Background: an optimization exercise with open tools, aiming at small area, a short achievable clock period and few clock cycles per item. Do not read the settings as production practice.
Only simulation tests tie the RTL to the original design; equivalence was not proved.
Power figures rest on the tool's default switching activity, not on a simulated workload.

## flow/flow/run.sh

```bash
#!/bin/bash
# The standard layout (the standard.sh: standard synthesis and ORFS on every step), with one
# change: the port buffers that ORFS inserts at placement are the platform's plain buf_1 rather
# than the delay cell buffer_ports picks by default; timing repair resizes them as usual.
set -euo pipefail
export BUFFER_PORTS_ARGS="-buffer_cell sky130_fd_sc_hd__buf_1"
bash standard.sh finish > standard_flow.log 2>&1
```

## flow/standard.sh

```bash
#!/bin/bash
# synth_recipe.tcl (not shown) runs the flow's synth.tcl, then flattens the netlist and writes it again
# the make line also repeats each setting of config.mk as NAME=value (left out here)
make -C /OpenROAD-flow-scripts/flow DESIGN_CONFIG=/design/flow/config.mk WORK_HOME=/design/flow/orfs CLKGATE_MAP_FILE= SYNTH_SCRIPT=/design/flow/synth_recipe.tcl "${@:-finish}"
```

## flow/config.mk

```make
export PLATFORM = sky130hd
export DESIGN_NAME = boundary_prefix_search
export DESIGN_NICKNAME = boundary_prefix_search
export VERILOG_FILES = /design/flow/design.v
export SDC_FILE = /design/flow/constraint.sdc
export NUM_CORES = 4
export LEC_CHECK = 0
export ABC_CLOCK_PERIOD_IN_PS = 2500
export CAP_MARGIN = 20
export CORE_MARGIN = 2
export CORE_UTILIZATION = 40
export CTS_CLUSTER_DIAMETER = 100
export CTS_CLUSTER_SIZE = 30
export GPL_TIMING_DRIVEN = 0
export SETUP_SLACK_MARGIN = 4.87
export SLEW_MARGIN = 20
```

## flow/constraint.sdc

```tcl
create_clock -name core_clock -period 7.5 [get_ports {clk_i}]
set_input_delay 1.5000 -clock core_clock [delete_from_list [all_inputs] [get_ports {clk_i}]]
set_output_delay 1.5000 -clock core_clock [all_outputs]
set_load 0.01 [all_outputs]
```

## flow/design.v

```verilog
package bps_pkg;
  localparam int unsigned PATTERN_WORDS = 7;
  localparam int unsigned CFG_DATA_W    = 64;
  localparam int unsigned CFG_IDX_W     = 3;
  localparam int unsigned LEN_W         = 6;
  localparam int unsigned START_W       = 16;
  typedef enum logic [CFG_IDX_W-1:0] {
    CFG_BOUNDARY_LENGTH = 3'd0,
    CFG_PATTERN_WORD_0  = 3'd1,
    CFG_PATTERN_WORD_1  = 3'd2,
    CFG_PATTERN_WORD_2  = 3'd3,
    CFG_PATTERN_WORD_3  = 3'd4,
    CFG_PATTERN_WORD_4  = 3'd5,
    CFG_PATTERN_WORD_5  = 3'd6,
    CFG_PATTERN_WORD_6  = 3'd7
  } cfg_idx_e;
  typedef struct packed {
    logic [7:0] data_byte;
    logic       last_byte;
  } in_t;
  typedef struct packed {
    logic               found;
    logic               full_res;
    logic [START_W-1:0] match_start;
    logic [LEN_W-1:0]   bytes_missing;
  } out_t;
endpackage
module boundary_prefix_search #(
  parameter int unsigned      MAX_BOUNDARY   = 56,
  parameter longint unsigned  MAX_STRING_LEN = 65536
) (
  input  logic                                clk_i,
  input  logic                                rst_ni,
  input  logic                                in_valid_i,
  output logic                                in_stall_o,
  input  logic [8:0]                          in_data_i,
  output logic                                out_valid_o,
  input  logic                                out_stall_i,
  output logic [23:0]                         out_data_o,
  input  logic                                cfg_we_i,
  input  logic [2:0]                          cfg_idx_i,
  input  logic [63:0]                         cfg_data_i
);
  localparam int unsigned NB = 56;
  logic [5:0]         lenm1_q;            
  logic [NB-1:0][7:0] pat_q;
  logic [6:0]         wv_q;               
  logic [5:0]         lenm1_d;
  always_comb begin
    if (cfg_data_i[5:0] == 6'd0)       lenm1_d = 6'd0;
    else if (cfg_data_i[5:0] > 6'd56)  lenm1_d = 6'd55;
    else                               lenm1_d = cfg_data_i[5:0] - 6'd1;
  end
  always_ff @(posedge clk_i or negedge rst_ni) begin
    if (!rst_ni) begin
      lenm1_q <= 6'd0;
      wv_q    <= '0;
    end else if (cfg_we_i) begin
      if (cfg_idx_i == 3'd0) lenm1_q <= lenm1_d;
      else                   wv_q[cfg_idx_i - 3'd1] <= 1'b1;
    end
  end
  always_ff @(posedge clk_i) begin
    for (int w = 0; w < 7; w++) begin
      if (cfg_we_i && cfg_idx_i == 3'(w + 1)) begin
        for (int j = 0; j < 8; j++) pat_q[w*8 + j] <= cfg_data_i[j*8 +: 8];
      end
    end
  end
  logic stall_q;
  logic s1_valid_q, l_valid_q, l_last_q, l_ph_q, out_valid_q;
  logic s1_ready, l_ready, out_free, move;
  logic s1_valid_d, l_valid_d, l_last_d, l_ph_d, out_valid_d;
  logic [7:0] s1_byte_q;
  logic       s1_last_q;
  assign out_free = !out_valid_q || !out_stall_i;
  assign l_ready  = !l_valid_q || !l_last_q || (l_ph_q && out_free);
  assign s1_ready = !s1_valid_q || l_ready;
  assign move     = l_valid_q && l_last_q && l_ph_q && out_free;
  always_comb begin
    s1_valid_d  = s1_ready ? (in_valid_i && !stall_q) : s1_valid_q;
    l_valid_d   = l_ready ? s1_valid_q : l_valid_q;
    l_last_d    = l_ready ? (s1_valid_q && s1_last_q) : l_last_q;
    l_ph_d      = l_valid_q && l_last_q && !l_ready;
    out_valid_d = move || (out_valid_q && out_stall_i);
  end
  always_ff @(posedge clk_i or negedge rst_ni) begin
    if (!rst_ni) begin
      stall_q     <= 1'b0;
      s1_valid_q  <= 1'b0;
      l_valid_q   <= 1'b0;
      l_last_q    <= 1'b0;
      l_ph_q      <= 1'b0;
      out_valid_q <= 1'b0;
    end else begin
      stall_q     <= s1_valid_d && l_valid_d && l_last_d && (!l_ph_d || out_valid_d);
      l_ph_q      <= l_ph_d;
      s1_valid_q  <= s1_valid_d;
      l_valid_q   <= l_valid_d;
      l_last_q    <= l_last_d;
      out_valid_q <= out_valid_d;
    end
  end
  always_ff @(posedge clk_i) begin
    if (s1_ready) begin
      s1_byte_q  <= in_data_i[8:1];
      s1_last_q <= in_data_i[0];
    end
  end
  logic [NB-1:0] live_q, live_d, hit;
  logic [15:0]   pcnt_q, pcnt_d;          
  logic          first_q;                 
  logic          full_seen_q;
  logic          full_now;
  logic          l_take;
  logic          at_lim;
  logic          zbyte;
  assign l_take = s1_valid_q && l_ready;
  always_comb begin
    zbyte = (s1_byte_q == 8'd0);
    for (int k = 0; k < NB; k++) begin
      hit[k] = wv_q[k/8] ? (pat_q[k] == s1_byte_q) : zbyte;
    end
    at_lim    = !first_q && (pcnt_q == 16'hFFFF);
    live_d[0] = hit[0] && !at_lim;
    for (int k = 1; k < NB; k++) begin
      live_d[k] = hit[k] && live_q[k-1] && !first_q && !at_lim;
    end
    if (first_q)                                                   pcnt_d = 16'd1;
    else if (pcnt_q == 16'hFFFF || full_seen_q || (l_valid_q && full_now)) pcnt_d = pcnt_q;
    else                                                           pcnt_d = pcnt_q + 16'd1;
  end
  always_ff @(posedge clk_i or negedge rst_ni) begin
    if (!rst_ni) begin
      first_q     <= 1'b1;
      full_seen_q <= 1'b0;
    end else begin
      if (l_take) first_q <= s1_last_q;
      if (l_valid_q && l_ready) full_seen_q <= !l_last_q && (full_seen_q || full_now);
    end
  end
  always_ff @(posedge clk_i) begin
    if (l_take) begin
      live_q <= live_d;
      pcnt_q <= pcnt_d;
    end
  end
  logic [63:0] scan;
  logic        tail_hit;
  logic [5:0]  tail_k;
  logic [31:0] v1;  logic [31:0][0:0] i1;
  logic [15:0] v2;  logic [15:0][1:0] i2;
  logic [7:0]  v3;  logic [7:0][2:0]  i3;
  logic [3:0]  v4;  logic [3:0][3:0]  i4;
  logic [1:0]  v5;  logic [1:0][4:0]  i5;
  always_comb begin
    full_now = live_q[lenm1_q];
    scan     = 64'(live_q);
    for (int n = 0; n < 32; n++) begin
      v1[n] = scan[2*n+1] | scan[2*n];
      i1[n] = scan[2*n+1];
    end
    for (int n = 0; n < 16; n++) begin
      v2[n] = v1[2*n+1] | v1[2*n];
      i2[n] = v1[2*n+1] ? {1'b1, i1[2*n+1]} : {1'b0, i1[2*n]};
    end
    for (int n = 0; n < 8; n++) begin
      v3[n] = v2[2*n+1] | v2[2*n];
      i3[n] = v2[2*n+1] ? {1'b1, i2[2*n+1]} : {1'b0, i2[2*n]};
    end
    for (int n = 0; n < 4; n++) begin
      v4[n] = v3[2*n+1] | v3[2*n];
      i4[n] = v3[2*n+1] ? {1'b1, i3[2*n+1]} : {1'b0, i3[2*n]};
    end
    for (int n = 0; n < 2; n++) begin
      v5[n] = v4[2*n+1] | v4[2*n];
      i5[n] = v4[2*n+1] ? {1'b1, i4[2*n+1]} : {1'b0, i4[2*n]};
    end
    tail_hit = v5[1] | v5[0];
    tail_k   = v5[1] ? {1'b1, i5[1]} : {1'b0, i5[0]};
  end
  function automatic logic [6:0] add_inv6(input logic [5:0] a, input logic [5:0] b,
                                          input logic ci);
    logic [5:0] x, g0, t0, g1, t1, g2, t2, g3;
    logic [6:0] c;
    x  = a ^ ~b;
    g0 = a & ~b;
    t0 = a | ~b;
    g0[0] = g0[0] | (t0[0] & ci);
    for (int i = 0; i < 6; i++) begin
      g1[i] = (i >= 1) ? (g0[i] | (t0[i] & g0[i-1])) : g0[i];
      t1[i] = (i >= 1) ? (t0[i] & t0[i-1]) : 1'b0;
    end
    for (int i = 0; i < 6; i++) begin
      g2[i] = (i >= 2) ? (g1[i] | (t1[i] & g1[i-2])) : g1[i];
      t2[i] = (i >= 2) ? (t1[i] & t1[i-2]) : 1'b0;
    end
    for (int i = 0; i < 6; i++) begin
      g3[i] = (i >= 4) ? (g2[i] | (t2[i] & g2[i-4])) : g2[i];
    end
    c = {g3, ci};
    add_inv6 = {c[6], x ^ c[5:0]};
  endfunction
  function automatic logic [9:0] dec10(input logic [9:0] a);
    for (int i = 0; i < 10; i++) begin
      dec10[i] = a[i] ^ ~(|(a & ((10'd1 << i) - 10'd1)));
    end
  endfunction
  logic        r_full_q, r_hit_q;
  logic [5:0]  r_sub_q;
  always_ff @(posedge clk_i) begin
    r_full_q <= full_seen_q || full_now;
    r_hit_q  <= full_seen_q || full_now || tail_hit;
    r_sub_q  <= (full_seen_q || full_now) ? lenm1_q : tail_k;
  end
  logic [6:0]  lo;
  logic [9:0]  hi_m1;
  logic [23:0] res;
  always_comb begin
    hi_m1 = dec10(pcnt_q[15:6]);
    lo    = add_inv6(pcnt_q[5:0], r_sub_q, 1'b0);
    res   = '0;
    if (r_hit_q) begin
      res[23]   = 1'b1;
      res[22]   = r_full_q;
      res[21:6] = {lo[6] ? pcnt_q[15:6] : hi_m1, lo[5:0]};
      res[5:0]  = add_inv6(lenm1_q, r_sub_q, 1'b1);
    end
  end
  logic [23:0] out_q;
  always_ff @(posedge clk_i) begin
    if (move) out_q <= res;
  end
  assign in_stall_o  = stall_q;
  assign out_valid_o = out_valid_q;
  assign out_data_o  = out_q;
endmodule
```

==> results of run 1 <==
[power breakdown]
part           internal, mW  switching, mW  total, mW
Combinational         0.940           1.43       2.37
Clock                 0.618           1.00       1.62
Sequential             3.99          0.292       4.28
[path summary, 6_finish.rpt]
kind	startpoint	endpoint	slack [ns]	depth (start not counted)
worst max-delay path	s1_byte_q[0]	live_q[51]	4.85	6
worst min-delay path	s1_last_q	l_last_q	0.56	1
worst max register to register	s1_byte_q[0]	live_q[51]	4.85	6
worst min register to register	s1_last_q	l_last_q	0.56	1
max in group asynchronous	rst_ni	lenm1_q[1]	6.25	1
min in group asynchronous	rst_ni	full_seen_q	0.85	1
[cell families after synthesis]
logic type	share of synthesized area, %
DFF	66.85
xor gates and xnor gates	16.22
and+or+nand+nor	7.860
AOI/OAI and AO/OA	3.923
buffers and inverters	1.872
adders and majority gates	1.848
muxes	1.427
[synthesized netlist by cell type, types with 2 or more instances]
cell type | count | share of area, %
xnor2_1 | 459 | 16
buf_2 | 18 | 0.35
nor4_1 | 17 | 0.41
or4_1 | 3 | 0.087
o31ai_1 | 9 | 0.26
and3_1 | 66 | 1.6
a2111oi_0 | 2 | 0.068
nor2_1 | 54 | 0.78
nand2b_1 | 10 | 0.24
and4_1 | 2 | 0.068
o21ai_0 | 66 | 1.3
and2_1 | 15 | 0.36
buf_6 | 2 | 0.087
o21bai_1 | 7 | 0.20
o32ai_1 | 2 | 0.068
buf_1 | 26 | 0.38
inv_1 | 54 | 0.78
clkbuf_1 | 14 | 0.20
o311a_1 | 3 | 0.12
nand3_1 | 19 | 0.37
fa_1 | 2 | 0.15
nand4_1 | 114 | 2.8
dfxtp_1 | 8 | 0.62
nor3b_1 | 2 | 0.058
a22oi_1 | 12 | 0.35
mux2i_1 | 32 | 1.2
xor2_1 | 20 | 0.68
or2_2 | 2 | 0.048
edfxtp_1 | 553 | 64
nor3_1 | 8 | 0.15
ha_1 | 35 | 1.7
a21oi_1 | 33 | 0.64
nand2_1 | 34 | 0.49
nor2b_1 | 10 | 0.24
a21boi_0 | 2 | 0.058
a22o_1 | 4 | 0.14
or3_1 | 3 | 0.073
a211oi_1 | 6 | 0.17
o211ai_1 | 4 | 0.12
dfrtp_1 | 20 | 1.9
[cells in the final DEF, fill, tap and decap left out, drive strengths merged, types with 7 or more instances in the layout]
cell type  instances
ha                35
dfrtp             20
clkbuf            61
a22oi             12
nand2b            10
nor2              54
edfxtp           553
a21oi             33
nor3               8
nor2b             10
dfxtp              8
nand4            114
nand2             35
o21ai             68
nand3             19
xnor2            459
xor2              20
o21bai             7
o31ai              9
inv               57
and3              71
mux2i             32
nor4              17
and2              24
buf              140
[what timing repair did]
| item | CTS | global route |
|---|---|---|
| pin swaps | 9 | 6 |
| gates resized for setup | 65 | 38 |
| hold buffers | 0 | 0 |
| gates cloned | 12 | 4 |
| buffers inserted | 2 | 11 |
| endpoints found under the setup margin | 529 | 221 |
[critical path, stage by stage, from the launching register on]
cell and delay (ns):
edfxtp_1 0.44, buf_2 0.41, clkdlybuf4s15_2 0.57, xnor2_1 0.18, nand4_1 0.10, o21ai_1 0.53, and3_1 0.24
[routing by layer]
metal / up-vias / GRT usage (%) / part of all wire, % / routed length (microns)
met5: - / 0 / 0.036 / 27
met1: 7795 / 29.77 / 41 / 30990
met2: 607 / 37.96 / 49 / 36990
met3: 112 / 2.475 / 6.2 / 4704
met4: 4 / 6.358 / 3.4 / 2583
li1: 6802 / - / - / -
[stage by stage]
stage,total power [mW],instances,setup slack [ns]
global placement,6.520,2733,3.542
floorplan,5.805,1773,4.151
global route,8.636,2796,4.762
finish,8.270,2796,4.852
CTS,8.224,2781,4.798
detailed placement,6.588,2735,3.852
[sequential cells by signal (all words and copies together) (netlist names), 6 cells and up]
register and flops:
r_sub_q 6, pcnt_q 16, wv_q 7, s1_byte_q 8
pat_q 448, lenm1_q 6, live_q 56, out_q 24
[area by class of cell]
| cell class | instances | area [sq um] | share of cell area (%) |
|---|---|---|---|
| Sequential cell | 582 | 17300 | 60.19 |
| Multi-Input combinational cell | 1091 | 8433 | 29.35 |
| Tap cell | 855 | 1070 | 3.723 |
| Clock buffer | 27 | 621.8 | 2.164 |
| Timing Repair Buffer | 120 | 579.3 | 2.016 |
| Buffer | 61 | 410.4 | 1.428 |
| Inverter | 55 | 239.0 | 0.8316 |
| Clock inverter | 5 | 86.33 | 0.3004 |
==> summary.txt, run 1 <==
Worst setup path
  • Startpoint Class: register
  • Max FO, Critical Path: 10
  • Required time of the critical path: 7.97 ns
  • CP Capture Type: register
  • Critical path type: register to register
  • CP arrival: about 3.1 ns

Synth
  • Post-synth EDFFs: approximately 550
  • Synthesized area per cell: roughly 15 sq um
  • Syn_nets: 1891
  • Cell Area, Synth: approximately 26000 sq um
  • Main synth FF type: edfxtp_1
  • Seq/Total Area, Yosys: around two thirds
  • Count of cell types in the netlist: between 60 and 70
  • Fraction of registers with async set/reset: under 10%
  • Yosys warns: 1
  • Mapped Cells: ~1.8k
  • Register bit total from synthesis: approximately 580

Job
  • # Max-Cap Violations: 0

Die
  • Initial core utilization: between 40% and 50%
  • Core area: 64230 sq um
  • Die Width: 258.3 microns
  • DIE AREA: 66720 sq um
  • Die Ht: around 260 microns
  • I/O Pins: between 100 and 150
  • Row cnt: 93

Power
  • Static leakage: roughly 9.2 nW
  • VDD IR max: roughly 0.21 mV
  • PwrDens: between 200 and 300 nW/um^2

Detailed routing
  • Drt drc: 0
  • Via count: about 15k
  • Drt pass-1 iters: 5
  • Wire per inst: around 27 microns
  • Vias per std cell: between 5 and 6
  • Routed WL: 75.30 mm
  • Initial drt markers: around 1.5k
  • Final antenna-violating net count: 0

STA
  • RSZ-0062 raised after global routing: yes
  • Slew Viols, Final: 0
  • Min Tclk post-route: ~2.6 ns
  • Final setup violation count: 0
  • Hold Fails Final Rpt: 0
  • Fin Setup TNS: 0 ns
  • Clock Skews: ~0.069 ns
  • Slew headroom: between 20 and 30%
  • Worst slew pin tran: approximately 1.1 ns
  • Final hold slack: between 0.5 and 0.6 ns
  • Fmax: about 380 MHz
  • Fin crit share: 35.31%

Global route
  • Vias in the first global route: between 10k and 15k
  • First-pass GRT wire length: about 110 mm
  • Global Route Usage Sum: approximately 22%
  • Initial antenna violation count: 5
  • Total gr overflow: 0
  • Pin count of the biggest net entering global routing: 33

Layout
  • Antenna diodes: 0
  • Fin util: between 40 and 50%
  • Filler cell count: between 5k and 6k
  • Synth-to-Final Area Change: 11.09%
  • Layout Nets: 2053
  • Layout cells sized above 1: 8.964%
  • Design area: between 20000 and 30000 sq um

Clock network
  • CTS max path bufs: 3
  • # clock sinks: between 500 and 600
  • CTS tree: yes
  • Worst-skew pair later-pin latency: between 0.6 and 0.7 ns
  • CTS Root Cell: clkbuf_16
  • TritonCTS buffer count: 24
  • H-tree depth: 1
  • Clock slew at reported path FFs: 0.12 ns

Place
  • Number of port buffers: 105
  • Placed inst area: between 20000 and 30000 sq um
  • Detailed Place HPWL: about 48 mm
  • GP Congestion: ~0.9

Hold path
  • Hold/Removal Path Class: register to register

Status
  • Status: timing/DRC/antenna clean
Testbench counts, summed over its fixed seeds: cycles 140,479, bytes 139,750.
==> inputs of run 2 (changes only) <==
--- a/flow/config.mk
+++ b/flow/config.mk
@@ -8,9 +8,8 @@
 export ABC_CLOCK_PERIOD_IN_PS = 2500
 export CAP_MARGIN = 20
 export CORE_MARGIN = 2
-export CORE_UTILIZATION = 40
+export CORE_UTILIZATION = 45
 export CTS_CLUSTER_DIAMETER = 100
 export CTS_CLUSTER_SIZE = 30
-export GPL_TIMING_DRIVEN = 0
 export SETUP_SLACK_MARGIN = 4.87
 export SLEW_MARGIN = 20
==> summary.txt, run 2 <==
Power
  • Static leakage: 9.071 nW
  • Power, Total: ~8.3 mW
  • VDD IR max: ~0.19 mV
  • PwrDens: 289.7 nW/um^2

Detailed routing
  • Drt pass-1 iters: 5
  • Wire per inst: about 24 microns
  • Final antenna-violating net count: 0
  • Drt drc: 0
  • Vias per std cell: between 5 and 6
  • Routed WL: around 63 mm
  • Via count: approximately 15k
  • Initial drt markers: roughly 1.3k

Synth
  • Count of cell types in the netlist: a little over 60
  • Top post-synthesis cells by area: edfxtp_1, xnor2_1, nand4_1
  • Top-count cell post-synth: edfxtp_1
  • Mapped Cells: around 1.8k
  • Post-synth EDFFs: around 550
  • Synthesized area per cell: between 10 and 15 sq um
  • Seq/Total Area, Yosys: ~67%
  • Synth top cells by count: edfxtp_1, xnor2_1, nand4_1, and3_1, o21ai_0
  • Cell Area, Synth: ~26000 sq um
  • Yosys warns: 1
  • Register bit total from synthesis: a little under 600
  • Yosys top cell by area: edfxtp_1
  • Yosys top cell area share: between 60% and 70%
  • Syn_nets: ~1.9k
  • Fraction of registers with async set/reset: between 3 and 4%
  • Main synth FF type: edfxtp_1

Layout
  • Most common cell after layout, fill and taps aside: edfxtp_1
  • Most frequent cells in the layout: edfxtp_1, xnor2_1, nand4_1
  • Largest regs: pat_q: 448 flops, live_q: 56 flops, out_q: 24 flops
  • Synth-to-Final Area Change: 10.19%
  • Layout Nets: approximately 2.0k
  • Design area: 28500 sq um
  • Layout cells sized above 1: under 10%
  • Largest register FFs: about 450
  • Top reg by flops: pat_q
  • Filler cell count: ~4.9k

STA
  • Worst slew pin tran: between 0.9 and 1 ns
  • Slew Viols, Final: 0
  • Fin crit share: a little over a third
  • Fmax: ~380 MHz
  • RSZ-0062 raised after global routing: yes
  • Final setup violation count: 0
  • Hold Fails Final Rpt: 0
  • Slew headroom: between 30% and 40%
  • Clock Skews: slightly below 0.06 ns
  • Fin Setup TNS: 0 ns
  • Min Tclk post-route: 2.634 ns

Die
  • I/O Pins: between 100 and 150
  • Initial core utilization: between 40% and 50%
  • DIE AREA: ~60000 sq um
  • Die Ht: around 240 microns
  • Row cnt: slightly below 90
  • Die Width: 243.8 microns
  • Core area: 56600 sq um

Worst setup path
  • CP Capture Type: register
  • Max FO, Critical Path: 32
  • Required time of the critical path: slightly below 8 ns
  • CP arrival: 2.86 ns
  • Critical path type: input pin to register
  • Startpoint Class: input pin
  • CP max stage delay: between 0.7 and 0.8 ns
  • Cell Chain, Critical Path: buf_2, nor2b_4, and2_2
  • Slowest stage cell, crit path: and2_2
  • Reg2Reg Setup Slack: a little under 5 ns

Place
  • GP Congestion: ~0.9
  • Number of port buffers: 106
  • Placed inst area: 27260 sq um
  • Detailed Place HPWL: 39.04 mm

Clock network
  • # clock sinks: approximately 580
  • Worst-skew pair later-pin latency: about 0.64 ns
  • CTS Root Cell: clkbuf_16
  • TritonCTS buffer count: 26
  • Clock slew at reported path FFs: 0.10 ns
  • CTS max path bufs: 3
  • CTS tree: yes
  • H-tree depth: 1

Global route
  • First-pass GRT wire length: between 90 and 100 mm
  • Global Route Usage Sum: 20.80%
  • Total gr overflow: 0
  • Vias in the first global route: between 10k and 15k
  • Pin count of the biggest net entering global routing: 65
  • Initial antenna violation count: 5

Status
  • Status: timing/DRC/antenna clean

Job
  • # Max-Cap Violations: 0

Hold path
  • Hold/Removal Path Class: register to register
-- run 2: cell counts after synthesis --
Identical to the previous run, type by type.
-- run 2: cell families (layout without fill, tap and decap cells) --
kind of cell | count (synthesis) | count (layout) | synth area share (%)
flip-flops | 582 | 582 | 66.85
adder cells (fa/ha/maj) | 37 | 37 | 1.848
XOR/XNOR | 479 | 479 | 16.22
other | 0 | 1 | 0
AO/OA/AOI/OAI | 162 | 164 | 3.923
buffers and inverters | 116 | 237 | 1.872
multiplexers | 35 | 35 | 1.427
AND/OR/NAND/NOR | 362 | 366 | 7.860
-- run 2: metal layers --
| metal | GRT usage [%] | wire length [microns] |
|---|---|---|
| met1 | 28.54 | 27530 |
| met2 | 34.07 | 29620 |
| met3 | 3.128 | 3509 |
| met5 | 0 | 0 |
| met4 | 6.797 | 2217 |
-- run 2: final timing paths --
check / startpoint / to / cells past startpoint
setup / recovery: cfg_we_i / pat_q[5] / 3
hold / removal: s1_last_q / l_last_q / 1
setup reg to reg: lenm1_q[2] / pcnt_q[13] / 6
hold reg to reg: s1_last_q / l_last_q / 1
max in group asynchronous: rst_ni / first_q / 2
min in group asynchronous: rst_ni / wv_q[6] / 2
-- run 2: final cells by class --
class	instances	area (sq um)	share of cell area, %
Tap cell	756	945.9	3.319
Clock buffer	40	734.5	2.577
Antenna cell	1	2.502	0.008780
Inverter	55	239.0	0.8385
Sequential cell	582	17300	60.68
Timing Repair Buffer	134	747.0	2.621
Clock inverter	8	147.6	0.5180
Multi-Input combinational cell	1081	8391	29.44
-- run 2: worst max-delay path, delay by kind of cell --
family	cells	cell delay, ns
buffers and inverters	1	0.25
AND/OR/NAND/NOR	2	1.10
-- run 2: timing repair --
action | 4_1_cts | 5_1_grt
buffers inserted | 2 | 3
pin swaps | 4 | 2
cloned | 4 | 3
hold buffers | 0 | 0
setup endpoints to repair | 511 | 140
resized for setup | 36 | 34
-- run 2: where the power goes --
| part | switching (mW) | internal (mW) |
|---|---|---|
| clock network | 1.06 | 0.725 |
| logic | 1.26 | 0.891 |
| registers | 0.332 | 3.99 |
| total | 2.65 | 5.61 |
-- run 2: metrics by stage --
stage	util (%)	std cells	setup WS (ns)	hold slack [ns]
2_1_floorplan	-	1773	4.151	0.4733
3_5_place_dp	48.17	2596	3.808	0.5362
4_1_cts	50.04	2650	4.778	0.5588
5_1_grt	50.35	2656	4.805	0.5829
6_report	50.35	2657	4.866	0.5489
3_3_place_gp	48.17	2596	3.842	0.5231
==> inputs of run 3 (changes only) <==
--- a/flow/config.mk
+++ b/flow/config.mk
@@ -8,7 +8,7 @@
 export ABC_CLOCK_PERIOD_IN_PS = 2500
 export CAP_MARGIN = 20
 export CORE_MARGIN = 2
-export CORE_UTILIZATION = 45
+export CORE_UTILIZATION = 48
 export CTS_CLUSTER_DIAMETER = 100
 export CTS_CLUSTER_SIZE = 30
 export SETUP_SLACK_MARGIN = 4.87
==> summary.txt, run 3 <==
STA
  • Hold Fails Final Rpt: 0
  • Clock Skews: approximately 0.038 ns
  • RSZ-0062 raised after global routing: yes
  • Min Tclk post-route: ~2.6 ns
  • Slew headroom: 28.48%
  • Fin crit share: 35.16%
  • Final setup violation count: 0
  • Fin Setup TNS: 0 ns
  • Worst slew pin tran: around 1.1 ns
  • Final hold slack: about 0.54 ns
  • Fmax: ~380 MHz
  • Slew Viols, Final: 0

Place
  • Number of port buffers: roughly 110
  • Placed cell count: 2536
  • GP Congestion: between 0.8 and 0.9
  • Detailed Place HPWL: between 30 and 40 mm

Clock network
  • CTS max path bufs: 3
  • CTS tree: yes
  • H-tree depth: 1
  • TritonCTS buffer count: 24
  • # hold bufs at CTS: 0
  • Clock slew at reported path FFs: around 0.12 ns
  • Worst-skew pair later-pin latency: 0.61 ns
  • CTS Root Cell: clkbuf_16
  • # clock sinks: about 580

Global route
  • Total gr overflow: 0
  • First-pass GRT wire length: 93.87 mm
  • Pin count of the biggest net entering global routing: between 60 and 70
  • Initial antenna violation count: 6
  • Vias in the first global route: 14.15k
  • Global Route Usage Sum: a little under a quarter

Synth
  • Main synth FF type: edfxtp_1
  • Register bit total from synthesis: slightly below 600
  • Top post-synthesis cells by area: edfxtp_1, xnor2_1, nand4_1
  • Yosys top cell area share: between 60% and 70%
  • Yosys warns: 1
  • Count of cell types in the netlist: 61
  • Synthesized area per cell: between 10 and 15 sq um
  • Top-count cell post-synth: edfxtp_1
  • Mapped Cells: between 1.5k and 2k
  • Seq/Total Area, Yosys: between 60% and 70%
  • Cell Area, Synth: between 20000 and 30000 sq um
  • Synth top cells by count: edfxtp_1, xnor2_1, nand4_1, and3_1, o21ai_0
  • Syn_nets: around 1.9k
  • Yosys top cell by area: edfxtp_1
  • Fraction of registers with async set/reset: roughly 3.6%
  • Post-synth EDFFs: 553

Detailed routing
  • Top layer in use: met5
  • Via count: 14.60k
  • Vias per std cell: 5.644
  • M1 wire length: 28.62 mm
  • Drt pass-1 iters: 5
  • Wire length on met2: 30.15 mm
  • Met3 wire len: between 3 and 4 mm
  • Final antenna-violating net count: 0
  • Routed WL: roughly 64 mm
  • Initial drt markers: approximately 1.1k
  • Drt drc: 0
  • Wire per inst: around 25 microns

Die
  • Initial core utilization: 48.26%
  • Core area: between 50000 and 60000 sq um
  • Die Width: between 200 and 250 microns
  • Die Ht: between 200 and 250 microns
  • I/O Pins: ~110
  • DIE AREA: roughly 56000 sq um
  • Row cnt: 85

Worst setup path
  • CP arrival: between 1 and 1.5 ns
  • Max FO, Critical Path: 1
  • Required time of the critical path: around 6 ns
  • Startpoint Class: register
  • CP bufs+invs: 1
  • CP max stage delay: ~0.4 ns
  • CP delay by family, top: flip-flops
  • Slowest stage cell, crit path: edfxtp_1
  • Critical path type: register to primary output
  • CP Capture Type: primary output
  • Cell Chain, Critical Path: clkbuf_2

Layout
  • Largest register FFs: ~450
  • Largest regs: pat_q: 448 flops, live_q: 56 flops, out_q: 24 flops
  • Non-filler instance count after layout: 2586
  • Synth-to-Final Area Change: 9.079%
  • Antenna diodes: 0
  • Layout cells sized above 1: under 10%
  • Filler cell count: 4520
  • Layout Nets: 1999
  • Top reg by flops: pat_q
  • Most common cell after layout, fill and taps aside: edfxtp_1
  • Most frequent cells in the layout: edfxtp_1, xnor2_1, nand4_1

Job
  • # Max-Cap Violations: 0

Power
  • Power, Total: 8.108 mW
  • PwrDens: 287.3 nW/um^2
  • Static leakage: roughly 9.0 nW
  • VDD IR max: 0.1894 mV

Hold path
  • Hold/Removal Path Class: register to register

Status
  • Status: timing/DRC/antenna clean
[run 3: cell types whose count changed in the layout (fill, tap and decap cells not counted), sizes merged]
cell	delta
and2	+1
and3	-1
buf	-6
bufinv	+1
clkbuf	-4
clkinv	-1
diode	-1
[run 3: cells by family (layout without fill, tap and decap cells)]
logic type      count (synthesis)  after routing  share of synthesized area [%]
fa+ha+maj                      37             37                          1.848
simple gates                  362            366                          7.860
mux                            35             35                          1.427
compound gates                162            164                          3.923
buf+inv                       116            227                          1.872
xor+xnor                      479            479                          16.22
flops                         582            582                          66.85
[run 3: stage by stage]
stage / instance area, sq um / setup WS [ns] / utilization (%)
3_3_place_gp: 27190 / 3.911 / 50.73
6_report: 28220 / 4.863 / 52.64
5_1_grt: 28220 / 4.805 / 52.64
3_5_place_dp: 27190 / 3.851 / 50.73
4_1_cts: 28060 / 4.802 / 52.36
2_1_floorplan: 26060 / 4.151 / -
[run 3: final cells by class]
| class | instances | area (sq um) | area share (%) |
|---|---|---|---|
| tap | 696 | 870.8 | 3.086 |
| timing repair buffer | 137 | 760.7 | 2.696 |
| clock buffer | 27 | 611.8 | 2.168 |
| inverter | 55 | 239.0 | 0.8470 |
| multi-input combinational | 1081 | 8334 | 29.54 |
| sequential | 582 | 17300 | 61.31 |
| clock inverter | 8 | 101.3 | 0.3592 |
[run 3: where the power goes]
group          internal [mW]  total (mW)  switching (mW)
Sequential              3.99        4.33           0.336
Combinational          0.890        2.15            1.26
Clock                  0.641        1.63           0.988
[run 3: what timing repair did]
action                     in CTS  in global routing
resized for setup              33                 39
cloned                          5                  2
pin swaps                       4                  2
buffers inserted                3                  5
setup endpoints to repair     502                 78
[run 3: layer usage]
| layer | vias up | global-route usage (%) |
|---|---|---|
| met5 | - | 0 |
| met4 | 2 | 6.578 |
| met3 | 84 | 2.446 |
| met2 | 434 | 37.02 |
| met1 | 7394 | 32.87 |
| li1 | 6682 | - |
[run 3: final timing paths]
check / slack [ns] / depth (start not counted) / end / startpoint
worst max-delay path: 4.86 / 1 / out_data_o[15] / out_q[15]
worst min-delay path: 0.54 / 1 / out_q[22] / r_full_q
worst max register to register: 4.96 / 6 / live_q[12] / s1_byte_q[6]
worst min register to register: 0.54 / 1 / out_q[22] / r_full_q
max in group asynchronous: 6.34 / 2 / first_q / rst_ni
min in group asynchronous: 0.89 / 2 / wv_q[6] / rst_ni
==> inputs of run 4 (changes only) <==
--- a/flow/config.mk
+++ b/flow/config.mk
@@ -9,7 +9,7 @@
 export CAP_MARGIN = 20
 export CORE_MARGIN = 2
 export CORE_UTILIZATION = 48
-export CTS_CLUSTER_DIAMETER = 100
-export CTS_CLUSTER_SIZE = 30
+export CTS_CLUSTER_DIAMETER = 70
+export CTS_CLUSTER_SIZE = 36
 export SETUP_SLACK_MARGIN = 4.87
 export SLEW_MARGIN = 20
==> summary.txt, run 4 <==
STA
  • Slew headroom: between 20 and 30%
  • Fmax: ~380 MHz
  • Final setup violation count: 0
  • Setup ws final: 4.892 ns
  • Hold Fails Final Rpt: 0
  • Worst slew pin tran: roughly 1.1 ns
  • Min Tclk post-route: 2.608 ns
  • Slew Viols, Final: 0
  • Fin crit share: a little over a third
  • Clock Skews: 0.03373 ns
  • Fin Setup TNS: 0 ns
  • RSZ-0062 raised after global routing: yes

Die
  • Die Ht: approximately 240 microns
  • Row cnt: between 80 and 90
  • Die Width: roughly 240 microns
  • Core area: about 54000 sq um
  • DIE AREA: around 56000 sq um
  • I/O Pins: ~110
  • Initial core utilization: between 40% and 50%

Layout
  • Non-filler instance count after layout: approximately 2.6k
  • Layout Nets: between 2k and 2.5k
  • Largest register FFs: between 400 and 500
  • Synth-to-Final Area Change: 11.05%
  • Most common cell after layout, fill and taps aside: edfxtp_1
  • Most frequent cells in the layout: edfxtp_1, xnor2_1, nand4_1
  • Largest regs: pat_q: 448 flops, live_q: 56 flops, out_q: 24 flops
  • Layout cells sized above 1: 7.471%
  • Design area: 28730 sq um
  • Top reg by flops: pat_q

Clock network
  • TritonCTS buffer count: 36
  • CTS tree: yes
  • H-tree depth: 2
  • # clock sinks: 582
  • CTS max path bufs: 3
  • CTS Root Cell: clkbuf_16
  • Worst-skew pair later-pin latency: roughly 0.59 ns
  • Clock slew at reported path FFs: ~0.08 ns
  • # hold bufs at CTS: 0

Worst setup path
  • Cell Chain, Critical Path: clkbuf_2
  • CP max stage delay: about 0.40 ns
  • Crit path launch: out_q[15]
  • Max FO, Critical Path: 1
  • WP depth: 1
  • CP delay by family, top: flip-flops
  • Reg2reg path depth: 7
  • CP arrival: 1.11 ns
  • Slowest stage cell, crit path: edfxtp_1
  • Startpoint Class: register
  • CP Capture Type: primary output
  • Required time of the critical path: ~6.0 ns
  • Critical path type: register to primary output
  • Critical R2R Launch: lenm1_q[0]
  • Reg2Reg Setup Slack: ~5.0 ns
  • CP bufs+invs: 1

Synth
  • Mapped Cells: roughly 1.8k
  • Count of cell types in the netlist: slightly above 60
  • Yosys top cell by area: edfxtp_1
  • Register bit total from synthesis: 582
  • Main synth FF type: edfxtp_1
  • Top post-synthesis cells by area: edfxtp_1, xnor2_1, nand4_1
  • Synth top cells by count: edfxtp_1, xnor2_1, nand4_1, and3_1, o21ai_0
  • Post-synth EDFFs: roughly 550
  • Yosys warns: 1
  • Fraction of registers with async set/reset: 3.608%
  • Yosys top cell area share: 64.20%
  • Synthesized area per cell: 14.59 sq um
  • Cell Area, Synth: approximately 26000 sq um
  • Syn_nets: roughly 1.9k
  • Top-count cell post-synth: edfxtp_1
  • Seq/Total Area, Yosys: about 67%

Detailed routing
  • Initial drt markers: ~1.2k
  • Routed WL: ~64 mm
  • Vias per std cell: roughly 5.6
  • Drt pass-1 iters: 5
  • Via count: ~15k
  • Final antenna-violating net count: 0
  • Wire per inst: roughly 25 microns
  • Drt drc: 0

Place
  • Number of port buffers: between 100 and 150
  • Placed cell count: about 2.5k
  • GP Congestion: approximately 0.85
  • Detailed Place HPWL: approximately 40 mm
  • Placed inst area: between 20000 and 30000 sq um
  • Post-placement worst setup slack: 3.851 ns

Hold path
  • Hold/Removal Path Class: register to register
  • Hold Path Depth: 1
  • Hold_sp: r_full_q

Global route
  • Global Route Usage Sum: between 20% and 30%
  • Vias in the first global route: ~14k
  • Total gr overflow: 0
  • Initial antenna violation count: 5
  • Pin count of the biggest net entering global routing: 65
  • First-pass GRT wire length: between 90 and 100 mm

Power
  • Static leakage: ~9.2 nW
  • Power, Total: between 8 and 9 mW
  • PwrDens: approximately 300 nW/um^2
  • VDD IR max: about 0.19 mV

Status
  • Status: timing/DRC/antenna clean

Job
  • # Max-Cap Violations: 0
[run 4: cell counts after synthesis]
Identical to the previous run, type by type.
[run 4: routing by layer]
layer	vias to the layer above	wire length (microns)	share of wire [%]	GRT usage, %
li1	6720	-	-	-
met1	7510	28270	44	32.90
met2	450	30790	48	37.43
met3	71	3660	5.7	2.715
met4	2	1743	2.7	7.844
met5	-	13	0.020	0
[run 4: final timing paths]
check / to
max: out_data_o[15]
min: out_q[22]
max reg2reg: pcnt_q[15]
min reg2reg: out_q[22]
max in group asynchronous: first_q
min in group asynchronous: stall_q
[run 4: cell type report]
cell class                      count  area (sq um)
Fill cell                        4424         24880
Sequential cell                   582         17300
Multi-Input combinational cell   1081          8342
Clock buffer                       40         940.9
Tap cell                          696         870.8
Timing Repair Buffer              132         715.7
Clock inverter                     24         310.3
Inverter                           55         239.0
Antenna cell                        4         10.01
[run 4: logic make-up (layout without fill, tap and decap cells)]
| kind of cell | after synthesis | in the layout | share of synthesized area, % |
|---|---|---|---|
| simple gates | 362 | 366 | 7.860 |
| fa+ha+maj | 37 | 37 | 1.848 |
| flops | 582 | 582 | 66.85 |
| buf+inv | 116 | 251 | 1.872 |
| xor+xnor | 479 | 479 | 16.22 |
| other cells | 0 | 4 | 0 |
| mux | 35 | 35 | 1.427 |
| compound gates | 162 | 164 | 3.923 |
[run 4: power breakdown]
part           internal [mW]  switching, mW
clock                   1.04           1.17
sequential              3.99          0.337
combinational          0.880           1.26
total                   5.91           2.77
[run 4: what timing repair did]
item | 4_1_cts | 5_1_grt
pin swaps | 4 | 2
endpoints found under the setup margin | 490 | 51
gates resized for setup | 35 | 23
gates cloned | 6 | 1
setup buffers | 3 | 0
[run 4: per-stage QoR]
| stage | util, % | hold slack [ns] |
|---|---|---|
| after floorplan | - | 0.4733 |
| after global placement | 50.73 | 0.5238 |
| after detailed placement | 50.73 | 0.5049 |
| after CTS | 53.43 | 0.5230 |
| after global routing | 53.57 | 0.5486 |
| final | 53.59 | 0.5208 |
==> inputs of run 5 (changes only) <==
--- a/flow/config.mk
+++ b/flow/config.mk
@@ -9,7 +9,7 @@
 export CAP_MARGIN = 20
 export CORE_MARGIN = 2
 export CORE_UTILIZATION = 48
-export CTS_CLUSTER_DIAMETER = 70
-export CTS_CLUSTER_SIZE = 36
+export CTS_CLUSTER_DIAMETER = 80
+export CTS_CLUSTER_SIZE = 40
 export SETUP_SLACK_MARGIN = 4.87
 export SLEW_MARGIN = 20
==> summary.txt, run 5 <==
Status
  • Status: timing/DRC/antenna clean

Detailed routing
  • Wire per inst: 24.11 microns
  • Drt pass-1 iters: 5
  • Routed WL: around 63 mm
  • Initial drt markers: ~1.1k
  • Final antenna-violating net count: 0
  • Drt drc: 0
  • Vias per std cell: roughly 5.6
  • Via count: between 10k and 15k

Layout
  • Non-filler instance count after layout: about 2.6k
  • Largest regs: pat_q: 448 flops, live_q: 56 flops, out_q: 24 flops
  • Most common cell after layout, fill and taps aside: edfxtp_1
  • Design area: approximately 29000 sq um
  • Filler cell count: approximately 4.5k
  • Most frequent cells in the layout: edfxtp_1, xnor2_1, nand4_1
  • Antenna diodes: 0
  • Fin util: 53.47%
  • Synth-to-Final Area Change: 10.81%
  • Layout Nets: ~2.0k
  • Largest register FFs: 448
  • Top reg by flops: pat_q
  • Layout cells sized above 1: 8.185%

Synth
  • Seq/Total Area, Yosys: between 60% and 70%
  • Synth top cells by count: edfxtp_1, xnor2_1, nand4_1, and3_1, o21ai_0
  • Main synth FF type: edfxtp_1
  • Cell Area, Synth: around 26000 sq um
  • Register bit total from synthesis: between 500 and 600
  • Post-synth EDFFs: 553
  • Top post-synthesis cells by area: edfxtp_1, xnor2_1, nand4_1
  • Synthesized area per cell: roughly 15 sq um
  • Yosys top cell by area: edfxtp_1
  • Top-count cell post-synth: edfxtp_1
  • Yosys warns: 1
  • Fraction of registers with async set/reset: around 3.6%
  • Count of cell types in the netlist: between 60 and 70
  • Syn_nets: around 1.9k
  • Mapped Cells: ~1.8k
  • Yosys top cell area share: around 64%

Die
  • Initial core utilization: approximately half
  • I/O Pins: 107
  • Row cnt: 85
  • Die Ht: approximately 240 microns
  • Core area: around 54000 sq um
  • DIE AREA: 55760 sq um
  • Die Width: approximately 240 microns

Worst setup path
  • Required time of the critical path: 7.75 ns
  • Cell Chain, Critical Path: buf_1, nor2b_4, and2_4
  • CP max stage delay: approximately 0.75 ns
  • CP arrival: approximately 3.1 ns
  • Critical path type: input pin to register
  • Reg2Reg Setup Slack: about 5.0 ns
  • CP Capture Type: register
  • Slowest stage cell, crit path: and2_4
  • Startpoint Class: input pin
  • Max FO, Critical Path: 64

STA
  • Clock Skews: 0.03350 ns
  • Fin crit share: between 30% and 40%
  • Hold Fails Final Rpt: 0
  • Slew Viols, Final: 0
  • Fmax: 355.8 MHz
  • Final setup violation count: 0
  • Slew headroom: between 20% and 30%
  • Min Tclk post-route: approximately 2.8 ns
  • Worst slew pin tran: about 1.1 ns
  • Fin Setup TNS: 0 ns
  • Final hold slack: 0.5321 ns
  • RSZ-0062 raised after global routing: yes

Global route
  • Pin count of the biggest net entering global routing: 65
  • Total gr overflow: 0
  • Vias in the first global route: 14.19k
  • First-pass GRT wire length: 92.54 mm
  • Initial antenna violation count: 4
  • Global Route Usage Sum: between 20 and 25%

Power
  • Clock power frac: approximately a quarter
  • PwrDens: approximately 300 nW/um^2
  • VDD IR max: 0.2106 mV
  • Net switching power: 2.838 mW
  • Sw frac: about a third
  • Sequential power share: 50.4%
  • Static leakage: about 9.2 nW
  • Power share of the combinational group: between 20% and 30%
  • Power Internal: 5.753 mW

Place
  • Placed cell count: 2536
  • Placed inst area: 27190 sq um
  • Detailed Place HPWL: between 30 and 40 mm
  • GP Congestion: between 0.8 and 0.9
  • Number of port buffers: ~110

Job
  • # Max-Cap Violations: 0

Clock network
  • CTS Root Cell: clkbuf_16
  • Clock slew at reported path FFs: 0.10 ns
  • TritonCTS buffer count: 31
  • # hold bufs at CTS: 0
  • CTS tree: yes
  • # clock sinks: 582
  • CTS max path bufs: 3
  • Worst-skew pair later-pin latency: roughly 0.64 ns
  • H-tree depth: 1

Hold path
  • Hold/Removal Path Class: register to register
## run 5: changes by cell type in the layout (fill, tap and decap cells not counted), sizes merged
cell / delta
bufinv: -2
bufbuf: -1
and3: -1
clkinvlp: -2
diode: -4
buf: -16
inv: +11
clkbuf: +10
clkinv: -5
and2: -2
## run 5: power groups by stage
stage	combinational (mW)	clock [mW]	sequential (mW)
floorplan	1.54	0	4.26
global placement	2.02	0	4.38
detailed placement	2.05	0	4.39
CTS	2.11	2.17	4.32
global route	2.36	2.28	4.37
finish	2.13	2.13	4.33
## run 5: through the flow
| step | setup slack, ns | total power, mW |
|---|---|---|
| 2_1_floorplan | 4.151 | 5.805 |
| 3_3_place_gp | 3.911 | 6.400 |
| 3_5_place_dp | 3.851 | 6.444 |
| 4_1_cts | 4.670 | 8.598 |
| 5_1_grt | 4.621 | 9.004 |
| 6_report | 4.689 | 8.591 |
## run 5: cell families after synthesis
group	after synthesis	share of synthesized area (%)
flops	582	66.85
xor+xnor	479	16.22
simple gates	362	7.860
compound gates	162	3.923
buf+inv	116	1.872
fa+ha+maj	37	1.848
mux	35	1.427
## run 5: per-layer routing
metal  vias to the layer above  GRT usage [%]  wire (microns)
li1                       6704              -               -
met1                      7358          32.23           28150
met2                       403          36.34           29580
met3                        75          2.235            3147
met4                         2          6.559            1848
met5                         -              0              13
## run 5: repair_timing
action,4_1_cts,5_1_grt
pin swaps,5,4
endpoints found under the setup margin,513,229
setup buffers,3,2
gates cloned,2,2
gates resized for setup,32,42
## run 5: cell type report
| type | instances | area (sq um) | share of cell area [%] |
|---|---|---|---|
| Clock buffer | 31 | 775.7 | 2.706 |
| Clock inverter | 26 | 417.9 | 1.458 |
| Inverter | 55 | 239.0 | 0.8338 |
| Multi-Input combinational cell | 1078 | 8314 | 29.01 |
| Sequential cell | 582 | 17300 | 60.35 |
| Tap cell | 696 | 870.8 | 3.038 |
| Timing Repair Buffer | 134 | 747.0 | 2.606 |
## run 5: path summary, 6_finish.rpt
path,startpoint,end,cells after the start
max in group asynchronous,rst_ni,first_q,2
max reg2reg,lenm1_q[0],pcnt_q[15],7
min in group asynchronous,rst_ni,stall_q,2
min reg2reg,r_full_q,out_q[22],1
max,cfg_we_i,pat_q[51],3
min,r_full_q,out_q[22],1
## run 5: critical path, delay by kind of cell
kind          cells  cell delay [ns]
simple gates      2             1.06
buf+inv           1             0.39
==> inputs of run 6 (changes only) <==
--- a/flow/config.mk
+++ b/flow/config.mk
@@ -8,8 +8,8 @@
 export ABC_CLOCK_PERIOD_IN_PS = 2500
 export CAP_MARGIN = 20
 export CORE_MARGIN = 2
-export CORE_UTILIZATION = 48
+export CORE_UTILIZATION = 55
 export CTS_CLUSTER_DIAMETER = 80
-export CTS_CLUSTER_SIZE = 40
-export SETUP_SLACK_MARGIN = 4.87
+export CTS_CLUSTER_SIZE = 26
+export SETUP_SLACK_MARGIN = 4.88
 export SLEW_MARGIN = 20
==> summary.txt, run 6 <==
Clock network
  • Clock slew at reported path FFs: about 0.09 ns
  • # clock sinks: about 580
  • CTS Root Cell: clkbuf_16
  • CTS tree: yes
  • H-tree depth: 2
  • Worst-skew pair later-pin latency: about 0.59 ns
  • TritonCTS buffer count: 35
  • CTS max path bufs: 3
  • # hold bufs at CTS: 0

STA
  • Clock Skews: between 0.03 and 0.04 ns
  • Final setup violation count: 0
  • Min Tclk post-route: ~2.6 ns
  • Setup ws final: 4.869 ns
  • Slew Viols, Final: 0
  • Fin Setup TNS: 0 ns
  • Slew headroom: a little over a quarter
  • Fin crit share: 35.08%
  • RSZ-0062 raised after global routing: yes
  • Hold Fails Final Rpt: 0
  • Fmax: around 380 MHz
  • Worst slew pin tran: about 1.1 ns

Die
  • Core area: roughly 46000 sq um
  • Die Ht: ~220 microns
  • Row cnt: between 70 and 80
  • DIE AREA: 48780 sq um
  • I/O Pins: about 110
  • Initial core utilization: a little under three fifths
  • Die Width: 220.9 microns

Worst setup path
  • CP Capture Type: register
  • CP Capture Point: pat_q[22]
  • Crit path launch: cfg_idx_i[2]
  • R2R Path End: pcnt_q[0]
  • Critical path type: input pin to register
  • Critical R2R Launch: lenm1_q[2]
  • CP arrival: ~2.8 ns
  • Required time of the critical path: 7.71 ns
  • Reg2Reg Setup Slack: around 4.9 ns
  • Startpoint Class: input pin
  • Reg2reg path depth: 6
  • Max FO, Critical Path: 32

Hold path
  • Hold/Removal Path Class: register to register

Detailed routing
  • Wire per inst: 27.17 microns
  • Final antenna-violating net count: 0
  • Initial drt markers: between 1k and 1.5k
  • Via count: ~15k
  • Routed WL: ~70 mm
  • Vias per std cell: between 5 and 6
  • Drt pass-1 iters: 7
  • Drt drc: 0

Synth
  • Top-count cell post-synth: edfxtp_1
  • Yosys warns: 1
  • Count of cell types in the netlist: between 60 and 70
  • Syn_nets: 1891
  • Yosys top cell area share: around 64%
  • Top post-synthesis cells by area: edfxtp_1, xnor2_1, nand4_1
  • Seq/Total Area, Yosys: between 60% and 70%
  • Synthesized area per cell: roughly 15 sq um
  • Synth top cells by count: edfxtp_1, xnor2_1, nand4_1, and3_1, o21ai_0
  • Yosys top cell by area: edfxtp_1
  • Mapped Cells: ~1.8k
  • Main synth FF type: edfxtp_1
  • Fraction of registers with async set/reset: 3.608%
  • Register bit total from synthesis: slightly below 600
  • Cell Area, Synth: 25870 sq um
  • Post-synth EDFFs: between 500 and 600

Global route
  • Total gr overflow: 0
  • First-pass GRT wire length: approximately 100 mm
  • Pin count of the biggest net entering global routing: 60
  • Global Route Usage Sum: around 28%
  • Initial antenna violation count: 2
  • Vias in the first global route: ~15k

Layout
  • Largest register FFs: ~450
  • Most common cell after layout, fill and taps aside: edfxtp_1
  • Layout cells sized above 1: under 10%
  • Layout Nets: between 2k and 2.5k
  • Filler cell count: approximately 3.6k
  • Largest regs: pat_q: 448 flops, live_q: 56 flops, out_q: 24 flops
  • Most frequent cells in the layout: edfxtp_1, xnor2_1, nand4_1
  • Top reg by flops: pat_q
  • Synth-to-Final Area Change: 10.76%

Power
  • Power share of the combinational group: 25.6%
  • VDD IR max: approximately 0.26 mV
  • Sw frac: a little under a third
  • Clock power frac: around a quarter
  • Power Internal: 5.856 mW
  • Sequential power share: 50.3%
  • Static leakage: approximately 9 nW
  • Net switching power: 2.752 mW
  • PwrDens: around 300 nW/um^2

Job
  • # Max-Cap Violations: 0

Place
  • Detailed Place HPWL: 42.26 mm
  • Number of port buffers: 106
  • GP Congestion: 0.9274
  • Post-placement worst setup slack: between 3 and 4 ns

Status
  • Status: timing/DRC/antenna clean
-- run 6: timing repair --
action / 4_1_cts / 5_1_grt
setup buffers: 2 / 3
pin swaps: 9 / 6
resized for setup: 52 / 22
setup endpoints to repair: 535 / 251
gates cloned: 12 / 3
-- run 6: worst min path at each step --
| stage | from | to | slack (ns) | depth (start not counted) |
|---|---|---|---|---|
| floorplan | s1_last_q | l_last_q | 0.47 | 1 |
| global placement | r_full_q | out_q[22] | 0.49 | 1 |
| detailed placement | r_full_q | out_q[22] | 0.49 | 1 |
| CTS | r_full_q | out_q[22] | 0.50 | 1 |
| global route | r_full_q | out_q[22] | 0.51 | 1 |
| finish | r_full_q | out_q[22] | 0.49 | 1 |
-- run 6: critical path, stage by stage --
cell	delay [ns]
clkdlybuf4s15_2	0.41
nor2b_4	0.23
buf_12	0.16
and2_4	0.51
-- run 6: cell type report --
class                      instances  area (sq um)  area share [%]
antenna                            1         2.502        0.008734
clock buffer                      41         960.9           3.354
clock inverter                    19         193.9          0.6769
inverter                          55         239.0          0.8341
multi-input combinational       1089          8462           29.54
sequential                       582         17300           60.37
tap                              607         759.5           2.651
timing repair buffer             133         735.7           2.568
-- run 6: cell families after synthesis --
family,count (synthesis),share of synthesized area (%)
muxes,35,1.427
adders and majority gates,37,1.848
AOI/OAI and AO/OA,162,3.923
xor gates and xnor gates,479,16.22
buffers and inverters,116,1.872
and+or+nand+nor,362,7.860
DFF,582,66.85
-- run 6: power groups by stage --
stage,sequential (mW),clock [mW],combinational (mW)
after floorplan,4.26,0,1.54
after global placement,4.38,0,2.05
after detailed placement,4.40,0,2.08
after CTS,4.32,2.11,2.18
after global routing,4.37,2.23,2.41
final,4.33,2.07,2.20
-- run 6: layer usage --
layer	track usage [%]	part of all wire, %	vias to the layer above
met5	0	0	-
met4	8.032	3.0	0
met3	4.196	6.1	100
met2	47.14	49	540
met1	38.58	42	7534
li1	-	-	6743
-- run 6: stage by stage --
stage / instances / hold slack (ns) / area (sq um) / power, mW / util [%]
6_report: 2527 / 0.4943 / 28650 / 8.608 / 61.67
5_1_grt: 2526 / 0.5131 / 28650 / 9.017 / 61.66
4_1_cts: 2520 / 0.4956 / 28520 / 8.617 / 61.39
3_5_place_dp: 2446 / 0.4905 / 27070 / 6.476 / 58.27
3_3_place_gp: 2446 / 0.4912 / 27070 / 6.434 / 58.27
2_1_floorplan: 1773 / 0.4733 / 26060 / 5.805 / -
==> inputs of run 7 (changes only) <==
--- a/flow/config.mk
+++ b/flow/config.mk
@@ -8,8 +8,8 @@
 export ABC_CLOCK_PERIOD_IN_PS = 2500
 export CAP_MARGIN = 20
 export CORE_MARGIN = 2
-export CORE_UTILIZATION = 55
-export CTS_CLUSTER_DIAMETER = 80
-export CTS_CLUSTER_SIZE = 26
-export SETUP_SLACK_MARGIN = 4.88
+export CORE_UTILIZATION = 52
+export CTS_CLUSTER_DIAMETER = 90
+export CTS_CLUSTER_SIZE = 28
+export SETUP_SLACK_MARGIN = 4.87
 export SLEW_MARGIN = 20
==> summary.txt, run 7 <==
Layout
  • Non-filler instance count after layout: ~2.6k
  • Most common cell after layout, fill and taps aside: edfxtp_1
  • Synth-to-Final Area Change: 9.616%
  • Largest register FFs: 448
  • Most frequent cells in the layout: edfxtp_1, xnor2_1, nand4_1
  • Layout cells sized above 1: 8.114%
  • Largest regs: pat_q: 448 flops, live_q: 56 flops, out_q: 24 flops
  • Layout Nets: between 2k and 2.5k
  • Antenna diodes: 0
  • Top reg by flops: pat_q

Worst setup path
  • CP max stage delay: 0.43 ns
  • Slowest stage cell, crit path: dfrtp_2
  • R2R Path End: live_q[52]
  • Startpoint Class: register
  • Critical path type: register to primary output
  • Required time of the critical path: around 6 ns
  • CP arrival: between 1 and 1.5 ns
  • Critical R2R Launch: s1_byte_q[1]
  • Reg2Reg Setup Slack: between 4 and 5 ns
  • Max FO, Critical Path: 2
  • CP delay by family, top: flip-flops
  • CP Capture Type: primary output
  • WP depth: 1
  • Cell Chain, Critical Path: buf_6
  • Reg2reg path depth: 6
  • CP bufs+invs: 1

Clock network
  • Worst-skew pair later-pin latency: between 0.6 and 0.7 ns
  • CTS Root Cell: clkbuf_16
  • H-tree depth: 1
  • CTS tree: yes
  • CTS max path bufs: 3
  • # hold bufs at CTS: 0
  • # clock sinks: 582
  • TritonCTS buffer count: 27
  • Clock slew at reported path FFs: around 0.10 ns

Global route
  • Total gr overflow: 0
  • First-pass GRT wire length: 96.02 mm
  • Vias in the first global route: between 10k and 15k
  • Global Route Usage Sum: 25.99%
  • Pin count of the biggest net entering global routing: 65
  • Initial antenna violation count: 4

Hold path
  • Hold_sp: r_full_q
  • Hold EP: out_q[22]
  • Hold Path Depth: 1
  • Hold/Removal Path Class: register to register

Synth
  • Top post-synthesis cells by area: edfxtp_1, xnor2_1, nand4_1
  • Synth top cells by count: edfxtp_1, xnor2_1, nand4_1, and3_1, o21ai_0
  • Syn_nets: about 1.9k
  • Post-synth EDFFs: 553
  • Yosys warns: 1
  • Register bit total from synthesis: between 500 and 600
  • Main synth FF type: edfxtp_1
  • Mapped Cells: about 1.8k
  • Cell Area, Synth: 25870 sq um
  • Synthesized area per cell: between 10 and 15 sq um
  • Yosys top cell by area: edfxtp_1
  • Fraction of registers with async set/reset: roughly 3.6%
  • Seq/Total Area, Yosys: ~67%
  • Top-count cell post-synth: edfxtp_1
  • Yosys top cell area share: 64.20%
  • Count of cell types in the netlist: slightly above 60

Detailed routing
  • Final antenna-violating net count: 0
  • Drt pass-1 iters: 7
  • Initial drt markers: approximately 1.4k
  • Via count: between 10k and 15k
  • Drt drc: 0
  • Vias per std cell: between 5 and 6
  • Routed WL: about 68 mm
  • Wire per inst: 26.58 microns

Power
  • Sw frac: 32.12%
  • PwrDens: about 290 nW/um^2
  • Power share of the combinational group: 26.2%
  • VDD IR max: roughly 0.22 mV
  • Sequential power share: roughly 53%
  • Clock power frac: 21.2%
  • Power Internal: between 5 and 6 mW
  • Static leakage: around 9.1 nW
  • Net switching power: between 2 and 3 mW

Die
  • Initial core utilization: a little over half
  • DIE AREA: ~52000 sq um
  • I/O Pins: about 110
  • Die Ht: approximately 230 microns
  • Die Width: approximately 230 microns
  • Row cnt: 81
  • Core area: between 40000 and 50000 sq um

Job
  • # Max-Cap Violations: 0

Status
  • Status: timing/DRC/antenna clean

STA
  • Min Tclk post-route: 2.654 ns
  • RSZ-0062 raised after global routing: yes
  • Worst slew pin tran: around 0.94 ns
  • Fin Setup TNS: 0 ns
  • Fmax: ~380 MHz
  • Hold Fails Final Rpt: 0
  • Slew headroom: between 30 and 40%
  • Final setup violation count: 0
  • Slew Viols, Final: 0
  • Clock Skews: between 0.02 and 0.025 ns
  • Fin crit share: 35.39%

Place
  • Placed cell count: 2501
  • Number of port buffers: approximately 110
  • GP Congestion: roughly 0.88
  • Detailed Place HPWL: approximately 42 mm
==> run 7: cell counts after synthesis <==
No cell type changed its count.
==> run 7: logic make-up (layout without fill, tap and decap cells) <==
logic type	Yosys count	count (layout)	synth area share [%]
adders and majority gates	37	37	1.848
DFF	582	582	66.85
AOI/OAI and AO/OA	162	164	3.923
and+or+nand+nor	362	375	7.860
muxes	35	35	1.427
xor gates and xnor gates	479	479	16.22
buffers and inverters	116	226	1.872
==> run 7: worst max path at each step <==
| stage | start | end | slack (ns) |
|---|---|---|---|
| final | out_valid_q | out_valid_o | 4.85 |
| after global routing | stall_q | in_stall_o | 4.80 |
| after CTS | cfg_we_i | pat_q[78] | 4.60 |
| after detailed placement | cfg_idx_i[0] | pat_q[400] | 3.88 |
| after global placement | cfg_idx_i[0] | pat_q[298] | 3.93 |
| after floorplan | out_stall_i | pcnt_q[0] | 4.15 |
==> run 7: area by class of cell <==
type | instances | area [sq um]
Timing Repair Buffer | 134 | 703.2
Clock buffer | 27 | 675.6
Clock inverter | 10 | 137.6
Tap cell | 664 | 830.8
Inverter | 55 | 239.0
Fill cell | 4001 | 20700
Multi-Input combinational cell | 1090 | 8468
Sequential cell | 582 | 17300
==> run 7: stage by stage <==
| stage | hold WS [ns] | setup slack, ns | power, mW | cell area (sq um) | utilization [%] |
|---|---|---|---|---|---|
| 2_1_floorplan | 0.4733 | 4.151 | 5.805 | 26060 | - |
| 3_3_place_gp | 0.5094 | 3.931 | 6.419 | 27130 | 55.30 |
| 3_5_place_dp | 0.5019 | 3.879 | 6.453 | 27130 | 55.31 |
| 4_1_cts | 0.5247 | 4.601 | 8.247 | 28160 | 57.42 |
| 5_1_grt | 0.5473 | 4.801 | 8.649 | 28350 | 57.81 |
| 6_report | 0.5175 | 4.846 | 8.243 | 28350 | 57.81 |
==> run 7: worst reg2reg max path: cells and delay by family, from the launching register on <==
kind / cells / cell delay (ns)
flip-flops: 1 / 0.38
AO/OA/AOI/OAI: 1 / 0.45
AND/OR/NAND/NOR: 3 / 1.01
buffers and inverters: 2 / 0.57
==> run 7: routing by layer <==
metal  vias up  wire (microns)  GRT usage, %
met1      7556           28980         36.58
met2       468           33760         44.55
met3        63            4210         2.878
met5         -               0             0
li1       6720               -             -
met4         0            1139         4.428
==> run 7: power by group through the flow <==
stage / clock [mW] / sequential, mW / combinational (mW)
after floorplan: 0 / 4.26 / 1.54
after global placement: 0 / 4.41 / 2.01
after detailed placement: 0 / 4.42 / 2.04
after CTS: 1.78 / 4.33 / 2.14
after global routing: 1.89 / 4.38 / 2.38
final: 1.74 / 4.34 / 2.16
==> run 7: repair_timing <==
| action | 4_1_cts | 5_1_grt |
|---|---|---|
| gates resized for setup | 40 | 45 |
| gates cloned | 6 | 9 |
| pin swaps | 5 | 10 |
| endpoints found under the setup margin | 555 | 396 |
| buffers inserted | 5 | 4 |
| hold endpoints to repair | 0 | 0 |

==> port drivers added, routing unchanged <==
No port has a modelled driver above. Below, the same layouts with a new extraction and two added sets of constraints. Step 1 assumes that a clkbuf_16 drives the clock port and a buf_2 every other input. Step 2 moves the port delays by t, midway between the first and last clock arrival at a register: inputs arrive t later, outputs are due t later. That takes back most of the time a late clock gives input paths. a / b / c = ideal ports / drivers / drivers and shift; a / b = the first two.
run | shift t [ns] | setup slack, ns | clock arrival spread, ns | worst slew at a driven data input, ns | cell pins on the clock port's net
run 1 | 0.675 | 4.852 / 4.821 / 4.274 | 0.078 / 0.078 | 0.07 | 1
run 2 | 0.666 | 4.866 / 4.809 / 4.219 | 0.081 / 0.081 | 0.06 | 1
run 3 | 0.655 | 4.863 / 4.802 / 4.295 | 0.039 / 0.039 | 0.07 | 1
run 4 | 0.631 | 4.892 / 4.832 / 4.299 | 0.039 / 0.040 | 0.07 | 1
run 5 | 0.683 | 4.689 / 4.727 / 4.043 | 0.037 / 0.037 | 0.07 | 1
run 6 | 0.629 | 4.869 / 4.855 / 4.272 | 0.041 / 0.041 | 0.11 | 1
run 7 | 0.657 | 4.846 / 4.788 / 4.350 | 0.024 / 0.024 | 0.13 | 1
After both steps setup and hold are still met in every run listed. For run 2, which loses most, drivers alone change the setup slack by -0.057 ns; drivers and shift together by -0.647 ns.
